Source: an optimization exercise on an open RTL-to-GDS flow (aim: small area and a short achievable clock period). Production flows keep margins and buffers that such runs may drop. Only simulation tests tie the RTL to the original design; equivalence was not proved. Power figures rest on the tool's default switching activity, not on a simulated workload.

// stack_alu
module stack_alu #(
  parameter int DEPTH = 256,
  parameter int WIDTH = 4
) (
  input  logic             clk,
  input  logic             rst_n,
  input  logic [2:0]       opcode,
  input  logic [WIDTH-1:0] input_data,
  output logic [WIDTH-1:0] output_data,
  output logic             empty,
  output logic             full,
  output logic             overflow
);
  localparam logic [2:0] OP_PUSH = 3'b110;
  localparam logic [2:0] OP_POP  = 3'b111;
  localparam int MD = DEPTH - 3;          
  localparam int NL = 16;                 
  localparam int NR = 17;                 
  localparam int NM = NL * NR;            
  localparam int NW = (MD + NL - 1) / NL;   
  localparam int GR = 4;                  
  localparam int NP = (NW + GR - 1) / GR;
  localparam int M0 = NM - 4;             
  logic [NL-1:0]    lo;
  logic [NR-1:0]    hi;
  logic [WIDTH-1:0] mem [MD];
  logic [WIDTH-1:0] t_q, b_q;
  logic [WIDTH-1:0] c_part [NP];
  logic [WIDTH-1:0] c_val;
  logic [WIDTH-1:0] out_q;
  logic             ovf_q;
  logic             empty_q, nfull_q, ge2_q;
  logic             nempty_o, full_o;
  always_comb begin
    c_val = '0;
    for (int p = 0; p < NP; p++) c_val = c_val | c_part[p];
  end
  logic [NL-1:0] lo_n;
  logic [NR-1:0] hi_n;
  assign lo_n = ~lo;
  assign hi_n = ~hi;
  for (genvar i = 0; i < MD; i++) begin : g_wr
    localparam int MW = (i + NM - 1) % NM;
    logic we;
    stack_alu_nor2 u_we (.a(hi_n[MW / NL]), .b(lo_n[MW % NL]), .y(we));
    always_ff @(posedge clk) begin
      if (we) mem[i] <= c_val;
    end
  end
  logic [NW-1:0] row_n [WIDTH];           
  for (genvar w = 0; w < WIDTH; w++) begin : g_bit
    for (genvar h = 0; h < NW; h++) begin : g_row
  ...
export LEC_CHECK = 0
export ABC_CLOCK_PERIOD_IN_PS = 2500
export CAP_MARGIN = 30
export CORE_MARGIN = 2
export CORE_UTILIZATION = 40
export CTS_CLUSTER_DIAMETER = 80
export CTS_CLUSTER_SIZE = 30
export SETUP_SLACK_MARGIN = 4.88
export SLEW_MARGIN = 30
export SYNTH_HIERARCHICAL = 1
export SYNTH_MINIMUM_KEEP_SIZE = 0
export TNS_END_PERCENT = 10
create_clock -name core_clock -period 7.5 [get_ports {clk}]
run.sh (not shown) runs the stock make flow with config.mk's settings and CLKGATE_MAP_FILE= SYNTH_SCRIPT=/design/flow/synth_recipe.tcl, a recipe that flattens the netlist after the stock synthesis.
Edit:
SETUP_SLACK_MARGIN = 4.75   (was 4.88)
TNS_END_PERCENT = default   (was 10)
Result: Routed wire length is lower slightly; total power fell slightly; worst setup slack gains 0.038 ns; maximum frequency rose slightly; clock skew hardly moves; die area is unchanged; synthesized area does not change; hold slack hardly moves; clock-buffer cell count is unchanged; sequential power came out higher slightly; critical path depth rose by 5.
Edit:
CTS_BUF_LIST = sky130_fd_sc_hd__clkbuf_8 sky130_fd_sc_hd__clkbuf_16   (was default)
SETUP_SLACK_MARGIN = 4.88   (was 4.75)
Result: Clock-buffer cell count decreases by 18; synthesized area is unchanged; synthesized cell count stays the same; wire length increases by 0.93%; combinational power increases by about 4%.
Edit:
CTS_BUF_LIST = default   (was sky130_fd_sc_hd__clkbuf_8 sky130_fd_sc_hd__clkbuf_16)
GPL_TIMING_DRIVEN = 0   (was default)
Effect: The changed run completed without violations; first-iteration DRC count goes down by 10%; sequential power goes up by about 2.8%; setup slack loses 0.018 ns; total power went up by 0.78%; cell area came out higher by 1.0%; final cell count barely changes; die area is unchanged; core utilization climbs by 0.44 points; synthesized cell count does not change; wire length fell by 2.6%.

========
## build 17
stack_alu again, from the RTL that the note above started with.
==> flow/design.v (excerpt) <==
module stack_alu #(
  parameter int DEPTH = 256,
  parameter int WIDTH = 4
) (
  input  logic             clk,
  input  logic             rst_n,
  input  logic [2:0]       opcode,
  input  logic [WIDTH-1:0] input_data,
  output logic [WIDTH-1:0] output_data,
  output logic             empty,
  output logic             full,
  output logic             overflow
);
  localparam logic [2:0] OP_PUSH = 3'b110;
  localparam logic [2:0] OP_POP  = 3'b111;
  localparam int MD = DEPTH - 3;          
  localparam int NL = 16;                 
  localparam int NR = 17;                 
  localparam int NM = NL * NR;            
  localparam int NW = (MD + NL - 1) / NL;   
  localparam int GR = 4;                  
  localparam int NP = (NW + GR - 1) / GR;
  localparam int M0 = NM - 4;             
  logic [NL-1:0]    lo;
  logic [NR-1:0]    hi;
  logic [WIDTH-1:0] mem [MD];
  logic [WIDTH-1:0] t_q, b_q;
  logic [WIDTH-1:0] c_part [NP];
  logic [WIDTH-1:0] c_val;
  logic [WIDTH-1:0] out_q;
  logic             ovf_q;
  logic             empty_q, nfull_q, ge2_q;
  logic             nempty_o, full_o;
  always_comb begin
    c_val = '0;
    for (int p = 0; p < NP; p++) c_val = c_val | c_part[p];
  end
  logic [NL-1:0] lo_n;
  logic [NR-1:0] hi_n;
  assign lo_n = ~lo;
  assign hi_n = ~hi;
  for (genvar i = 0; i < MD; i++) begin : g_wr
    localparam int MW = (i + NM - 1) % NM;
    logic we;
    stack_alu_nor2 u_we (.a(hi_n[MW / NL]), .b(lo_n[MW % NL]), .y(we));
    always_ff @(posedge clk) begin
      if (we) mem[i] <= c_val;
    end
  end
  logic [NW-1:0] row_n [WIDTH];           
  for (genvar w = 0; w < WIDTH; w++) begin : g_bit
    for (genvar h = 0; h < NW; h++) begin : g_row
      localparam int NS = (NL * h + NL > MD) ? MD - NL * h : NL;    
      localparam int NT = (NS + 2) / 3;                             
      logic [3*NT-1:0] s, d;
      logic [NT-1:0]   t_n;
      logic            x, y;
      for (genvar k = 0; k < 3 * NT; k++) begin : g_s
  ...
Settings: LEC_CHECK=0, ABC_CLOCK_PERIOD_IN_PS=2500, CAP_MARGIN=30, CORE_MARGIN=2, CORE_UTILIZATION=40, CTS_CLUSTER_DIAMETER=80, CTS_CLUSTER_SIZE=30, PLACE_DENSITY=0.75, SETUP_SLACK_MARGIN=4.88, SLEW_MARGIN=30, SYNTH_HIERARCHICAL=1, SYNTH_MINIMUM_KEEP_SIZE=0; clock period 7.5 ns.
Build 17 did not stop at any stage, and its layout met the timing, DRC and antenna checks.
### build 17 -> build 87
diff --git a/flow/config.mk b/flow/config.mk
--- a/flow/config.mk
+++ b/flow/config.mk
@@ -9,8 +9,7 @@
 export CAP_MARGIN = 30
 export CORE_MARGIN = 2
-export CORE_UTILIZATION = 40
+export CORE_UTILIZATION = 55
 export CTS_CLUSTER_DIAMETER = 80
 export CTS_CLUSTER_SIZE = 30
-export PLACE_DENSITY = 0.75
 export SETUP_SLACK_MARGIN = 4.88
 export SLEW_MARGIN = 30
## What came out
Compared with build 17, in build 87 fmax up 0.012 GHz, pre-CTS worst setup slack down 0.087 ns, area used by multi-input combinational logic flat.
When build 87 is measured against build 17, its power turns out about 2.2% higher.
In build 87, the maximum fanout encountered on the critical timing path came out 32 above the value in build 17.
Inputs modified between build 87 and build 64:
diff --git a/flow/config.mk b/flow/config.mk
--- a/flow/config.mk
+++ b/flow/config.mk
@@ -9,5 +9,5 @@
 export CAP_MARGIN = 30
 export CORE_MARGIN = 2
-export CORE_UTILIZATION = 55
+export CORE_UTILIZATION = 40
 export CTS_CLUSTER_DIAMETER = 80
 export CTS_CLUSTER_SIZE = 30
Findings:
Build 64 against build 87: final clock period utilization by the worst path roughly the same; combined flip-flop and latch cell area closely matched the old numbers; switching power summed over all nets shrank by 150 uW.
Comparing build 64 and build 87, the higher total placed instance area is on build 64.
Diff build 87..build 64 | number of antenna violations at the first check in global routing | unchanged
| proportion of cell area occupied by multi-input gates | build 64 vs build 87 | 0.17 points lower |
Build 64 vs build 87, met3 layer usage reported by global route went down by 2.2 points.
Placeable core region, build 64 and build 87: lower on build 87
Final standard cell area without fillers: build 64 > build 87
Going from build 87 to build 64, internal power consumption shrank slightly.
Build 64 improves on build 87 in pre-CTS setup slack.
The following lists how build 63 was set up differently from build 64:
diff --git a/flow/config.mk b/flow/config.mk
--- a/flow/config.mk
+++ b/flow/config.mk
@@ -10,6 +10,6 @@
 export CORE_MARGIN = 2
 export CORE_UTILIZATION = 40
-export CTS_CLUSTER_DIAMETER = 80
-export CTS_CLUSTER_SIZE = 30
+export CTS_CLUSTER_DIAMETER = 60
+export CTS_CLUSTER_SIZE = 50
 export SETUP_SLACK_MARGIN = 4.88
 export SLEW_MARGIN = 30
--- outcome ---
Build 63 ran to completion and came out clean on the timing, DRC and antenna checks. Summary of build 63 over build 64: cell count higher, non-clock buffer count rose by 1. Area growth from synthesis to final layout delta for build 63 relative to build 64: 2.0 points higher. Between build 63 and build 64, the total length of routed met3 wires is lower for build 64. Looking at design area, build 63 sits 1.8% higher than build 64 does. Combinational cell fraction of total power in build 63 vs build 64: down 1.5 points. Compared with build 64, build 63 shows internal portion of total power that has gone up by a few percent. In terms of sequential power, build 63 and build 64 differ only marginally. Diff build 63 and build 64: detailed-router iteration count before antenna repair higher in build 64. Run comparison: build 64 start point of the critical path nempty_o; build 63 start point of the critical path out_q[2].

==> port drivers added, routing unchanged <==
Ports are ideal in the flow. The routed layouts listed here were re-timed in OpenROAD. Step 1 assumes that a clkbuf_16 drives the clock port and a buf_2 every other input. Step 2 moves the port delays by t, midway between the first and last clock arrival at a register: inputs arrive t later, outputs are due t later. That takes back most of the time a late clock gives input paths. Three values: no drivers, after step 1, after step 2; two values: the first two.
run	t (ns)	setup WS [ns]	worst register clock-pin slew, ns	worst slew at a driven data input, ns
the first run of note 1	0.691	4.742 / 4.671 / 4.164	0.11 / 0.11	0.04
the second run of note 1	0.688	4.781 / 4.749 / 4.143	0.11 / 0.11	0.04
the third run of note 1	0.690	4.831 / 4.758 / 4.326	0.11 / 0.11	0.04
the fourth run of note 1	0.683	4.813 / 4.748 / 4.216	0.12 / 0.12	0.03
build 17	0.688	4.747 / 4.671 / 4.237	0.12 / 0.12	0.07
build 87	0.676	4.833 / 4.770 / 4.289	0.12 / 0.12	0.04
build 64	0.690	4.831 / 4.758 / 4.326	0.11 / 0.11	0.04
build 63	0.728	4.795 / 4.724 / 4.309	0.11 / 0.11	0.04
After both steps every run listed still meets setup and hold. For the second run of note 1, which loses most, drivers alone change the setup slack by -0.032 ns; drivers and shift together by -0.638 ns.
